Context: an optimization exercise on an open-source flow, tuned for small area and a short achievable clock period. The choices shown serve that exercise and are no tape-out recipe. Function was checked by simulation only, so behaviour that the tests miss may differ from the original. Power and IR drop assume default switching activity.

==> inputs of job 8840 <==
Design match_top, start of the top module:
module match_top (
    input  logic        clk,
    input  logic        reset,
    input  logic        left,
    input  logic        right,
    input  logic        up,
    input  logic        down,
    input  logic        enter,
    input  logic        game_reset,
    input  logic        video_on,
    input  logic [9:0]  pix_x,
    input  logic [9:0]  pix_y,
    output logic [11:0] graph_rgb,
    output logic        board_ready
);
Settings: LEC_CHECK=0, CAP_MARGIN=20, CORE_MARGIN=2, CORE_UTILIZATION=40, CTS_BUF_LIST=sky130_fd_sc_hd__clkbuf_4 sky130_fd_sc_hd__clkbuf_8, PLACE_DENSITY=0.7, SETUP_SLACK_MARGIN=3.5, SLEW_MARGIN=20, SYNTH_HIERARCHICAL=1; clock period 10.0 ns.
standard.sh (not shown) runs the stock make flow with config.mk's settings and CLKGATE_MAP_FILE= SYNTH_SCRIPT=/design/flow/synth_recipe.tcl, a recipe that flattens the netlist after the stock synthesis.
==> flow/flow/run.sh <==
#!/bin/bash
# Standard ORFS layout (standard.sh), with the standard synthesis script except
# for ABC's mapping, chosen per module (see synth.tcl): the board store and the
# controller are mapped for area, the renderer, whose path from the beam inputs
# to the colour outputs sets the period, to a tight delay target. Registers,
# names and every later step are the standard ones. make's output goes to
# flow_make.log; ORFS keeps each step's log under orfs/logs.
set -euo pipefail
export MY_FLOW_DIR="$PWD/flow"
export MY_ABC="board_store:abc_amap.script:0 input_controller:abc_area.script:0 pixel_renderer:abc_speed.script:1500 match_top:abc_speed.script:1500"
bash standard.sh SYNTH_SCRIPT="$PWD/flow/synth.tcl" finish > flow_make.log 2>&1
==> flow/flow/abc_amap.script <==
strash
dch -f
amap -F 2
topo
==> flow/flow/abc_area.script <==
strash
dch
map -a
topo
stime -c
==> flow/flow/abc_speed.script <==
strash
dch -f
map {D}
topo
stime -c
buffer -c
upsize -c {D}
dnsize -c {D}
==> flow/flow/synth.tcl <==
# synth_recipe.tcl, with ABC's mapping chosen per module: MY_ABC lists
# module:script:delay entries (script in MY_FLOW_DIR, delay target in ps, 0 for
# none), and each module is mapped by its own ABC run
proc synth {args} { yosys synth -nofsm -noshare {*}$args }
proc abc_with {args script d} {
  set i [lsearch -exact $args -script]
  set f [open $script r]
  set body [string map {"\n" ";"} [string trim [read $f]]]
  close $f
  lset args [expr {$i + 1}] "+$body"
  set j [lsearch -exact $args -D]
  if { $j >= 0 } { set args [lreplace $args $j [expr {$j + 1}]] }
  if { $d > 0 } { lappend args -D $d }
  return $args
}
proc abc {args} {
  foreach entry $::env(MY_ABC) {
    lassign [split $entry :] module script d
    yosys abc {*}[abc_with $args $::env(MY_FLOW_DIR)/$script $d] $module
  }
}
source $::env(SCRIPTS_DIR)/synth.tcl
# left out here: clear keep_hierarchy, flatten, clean up, hide names made inside functions, write 1_2_yosys.v
==> inputs of job 4766, as changes to job 8840 <==
Settings changed: PLACE_DENSITY 0.7 to not set.
==> qor summary <==
| quantity | job 8840 | job 4766 |
|---|---|---|
| Via count of the first global-routing pass | 26.94k | 27.15k |
| Critical-path maximum fanout | 6 | 5 |
| Global routing met2 resource utilization | 58.21% | 61.06% |
| Final design utilization | 46.49% | 46.76% |
| Stage delay of the slowest cell on the critical path | 270 ps | 290 ps |
| Final critical-path share of the clock period | 65.83% | 66.83% |
| Outcome | finished clean | finished clean |
| Placed Cells incl. Taps | 3667 | 3672 |
| Endpoint arrival time on the critical path | 4580 ps | 4680 ps |
| Multi-input gates | 2306 | 2307 |
| Synth-to-Final Area Change | 15.47% | 16.13% |
| Crit path max-delay cell type | o21a_1 | o32ai_2 |
| Pre-CTS setup slack | 1893 ps | 1722 ps |
| Worst Hold Endpoint | u_ctrl.lfsr[15]$_DFF_PP1_ | u_ctrl.lfsr[10]$_DFF_PP1_ |
| Rel. slew slack | 12.83% | 13.03% |
| Share of final-layout standard cells stronger than drive strength 1 | 9.432% | 10.55% |
| GRT Overall Usage | 42.05% | 43.32% |
| Reg-to-reg endpoint | u_board.q[134]$_DFF_P_ | u_board.q[103]$_DFF_P_ |
| Setup slack on the worst flop-to-flop path | 3480 ps | 3780 ps |
| Post-detail-place hpwl | 82020 µm | 88340 µm |
| Fraction of power spent switching nets | 27.71% | 27.87% |
| Power spent charging and discharging nets | 594.6 µW | 600.0 µW |


==> inputs of 04-20 <==
match_top again, from the RTL that the note above started with.
clock: 10.0 ns
lec_check: 0
cap_margin: 20
core_margin: 2
core_utilization: 40
cts_buf_list: sky130_fd_sc_hd__clkbuf_16
cts_cluster_diameter: 80
cts_cluster_size: 16
place_density: 0.7
setup_slack_margin: 3.5
slew_margin: 20
synth_hierarchical: 1
Scripts as last shown in full above: flow/flow/run.sh, flow/flow/abc_amap.script, flow/flow/abc_area.script, flow/flow/abc_speed.script, flow/flow/synth.tcl
==> inputs of 06-22, as changes to 04-20 <==
Settings changed: CTS_BUF_LIST sky130_fd_sc_hd__clkbuf_16 to sky130_fd_sc_hd__clkbuf_4 sky130_fd_sc_hd__clkbuf_8, CTS_CLUSTER_DIAMETER 80 to default, CTS_CLUSTER_SIZE 16 to default, PLACE_DENSITY 0.7 to default, SETUP_SLACK_MARGIN 3.5 to 4.
==> inputs of 01-09, as changes to 04-20 <==
==> flow/flow/run.sh (replaced) <==
#!/bin/bash
# Standard ORFS layout (standard.sh), with the standard synthesis script except
# for ABC's mapping: the board store and controller are mapped for area, the
# renderer, whose path from the beam inputs to the colour outputs sets the
# period, for delay (see synth.tcl). Registers, names and every later step are
# the standard ones. make's output goes to flow_make.log; ORFS keeps each
# step's log under orfs/logs.
set -euo pipefail
export MY_FLOW_DIR="$PWD/flow"
export MY_AREA_MODULES="board_store input_controller"
export MY_SPEED_MODULES="pixel_renderer match_top"
export MY_SPEED_D=1500
bash standard.sh SYNTH_SCRIPT="$PWD/flow/synth.tcl" finish > flow_make.log 2>&1
==> flow/flow/abc_speed.script (replaced) <==
strash
dch
map {D}
topo
stime -c
buffer -c
upsize -c {D}
dnsize -c {D}
==> flow/flow/synth.tcl (replaced) <==
# synth_recipe.tcl, with ABC run per module group: the modules in MY_AREA_MODULES
# are mapped for area with abc_area.script, those in MY_SPEED_MODULES for delay
# with abc_speed.script and a delay target of MY_SPEED_D ps
proc synth {args} { yosys synth -nofsm -noshare {*}$args }
proc abc_with {args script d} {
  set i [lsearch -exact $args -script]
  set f [open $script r]
  set body [string map {"\n" ";"} [string trim [read $f]]]
  close $f
  lset args [expr {$i + 1}] "+$body"
  set j [lsearch -exact $args -D]
  if { $j >= 0 } { set args [lreplace $args $j [expr {$j + 1}]] }
  if { $d ne "" } { lappend args -D $d }
  return $args
}
proc abc {args} {
  set dir $::env(MY_FLOW_DIR)
  yosys abc {*}[abc_with $args $dir/abc_area.script ""] {*}$::env(MY_AREA_MODULES)
  yosys abc {*}[abc_with $args $dir/abc_speed.script $::env(MY_SPEED_D)] {*}$::env(MY_SPEED_MODULES)
}
source $::env(SCRIPTS_DIR)/synth.tcl
# left out here: clear keep_hierarchy, flatten, clean up, hide names made inside functions, write 1_2_yosys.v
Settings changed: CORE_UTILIZATION 40 to 55, CTS_BUF_LIST sky130_fd_sc_hd__clkbuf_16 to default, CTS_CLUSTER_DIAMETER 80 to default, CTS_CLUSTER_SIZE 16 to default, PLACE_DENSITY 0.7 to default, SETUP_SLACK_MARGIN 3.5 to 4.
removed: flow/flow/abc_amap.script
==> summary of the runs <==
The highest total power belongs to 01-09, the lowest to 04-20.
Of 01-09 and 06-22, 06-22 has the higher die area (gap 21%, measured against 06-22).
Synthesized cell count is the same in 06-22 and 04-20.
Against 01-09, the critical path depth of 06-22 is higher by 3.
01-09 completed with no timing, DRC or antenna violations. 04-20 ran to the end with no violations. 06-22 ran to the end with no violations.
Of 01-09 and 04-20, 01-09 has the higher clock power (gap 37%, measured against 04-20).
Cell count: 04-20 < 06-22 < 01-09.
Flip-flop and latch count is the same in 06-22 and 04-20.
The highest sequential share of layout area belongs to 04-20, the lowest to 01-09.
Clock skew: 06-22 is higher than 04-20 (0.012 ns).
Core utilization, highest first: 01-09, 06-22, 04-20.
==> figures <==
item                                                       04-20        01-09          06-22
Leakage component of the power                        0.00746 uW   0.00957 uW     0.00769 uW
Synth Area in XOR/XNOR                                   0.00298        0.103        0.00298
Critical-path cell with the highest stage delay           a32o_2      o21ai_1        o21ai_0
Multi-input gate share of total cell area                  0.627        0.632          0.620
Met1 Usage GRT                                             0.521        0.653          0.570
Number of multi-input combinational cells                   2306         2718           2306
Largest fanout on the critical path                            5           14             17
Die Ht                                                    231 um       205 um         231 um
Total standard cell area after synthesis             20600 sq um  22300 sq um    20600 sq um
Sort of element at the start of the critical path  primary input    flip-flop  primary input
Clock-pin slew on the worst setup and hold paths         0.08 ns      0.07 ns        0.05 ns
Cell count after placement                                  3667         4015           3677
DR WL met3                                              19400 um     20400 um       18000 um
DP Worst Slack                                           1.89 ns      1.90 ns        1.74 ns
R2r worst-path depth                                          18           20             17
Count of cell types in the netlist                            66           69             66
Status                          no timing/DRC/antenna violations  no timing/DRC/antenna violations  no timing/DRC/antenna violations
Synth Area in Compound Gates                               0.453        0.295          0.453
Net count after synthesis                                   2986         3483           2986
Int Pwr                                                  1400 uW      1690 uW        1580 uW
WL per Instance                                          30.8 um      29.7 um        32.1 um
Vias in the first global route                             26560        28510          27415

==> static timing again, ports no longer ideal <==
No port has a modelled driver above. Below, the same layouts with a new extraction and two added sets of constraints.
Step 1 (the two cells are an assumption about what drives the block):
set clk [get_ports {clk}]
set_driving_cell -lib_cell sky130_fd_sc_hd__clkbuf_16 $clk
set_driving_cell -lib_cell sky130_fd_sc_hd__buf_2 [delete_from_list [all_inputs] $clk]
Step 2 moves the port delays by t, midway between the first and last clock arrival at a register: inputs arrive t later, outputs are due t later. That takes back most of the time a late clock gives input paths.
a / b / c = no drivers / after step 1 / after step 2; a / b = the first two.
run	shift t [ns]	setup WS [ns]	hold WS [ns]	worst register clock-pin slew, ns
job 8840	0.716	3.417 / 3.365 / 3.365	0.349 / 0.349 / 0.349	0.07 / 0.07
job 4766	0.734	3.317 / 3.261 / 3.275	0.355 / 0.355 / 0.355	0.07 / 0.07
04-20	0.627	3.353 / 3.300 / 3.300	0.339 / 0.339 / 0.339	0.08 / 0.08
06-22	0.716	3.277 / 3.232 / 3.232	0.353 / 0.353 / 0.353	0.07 / 0.07
01-09	0.676	3.090 / 3.030 / 3.087	0.364 / 0.364 / 0.364	0.08 / 0.08
After both steps setup and hold are still met in every run listed. For 04-20, which loses most, drivers alone change the setup slack by -0.053 ns; drivers and shift together by -0.053 ns.
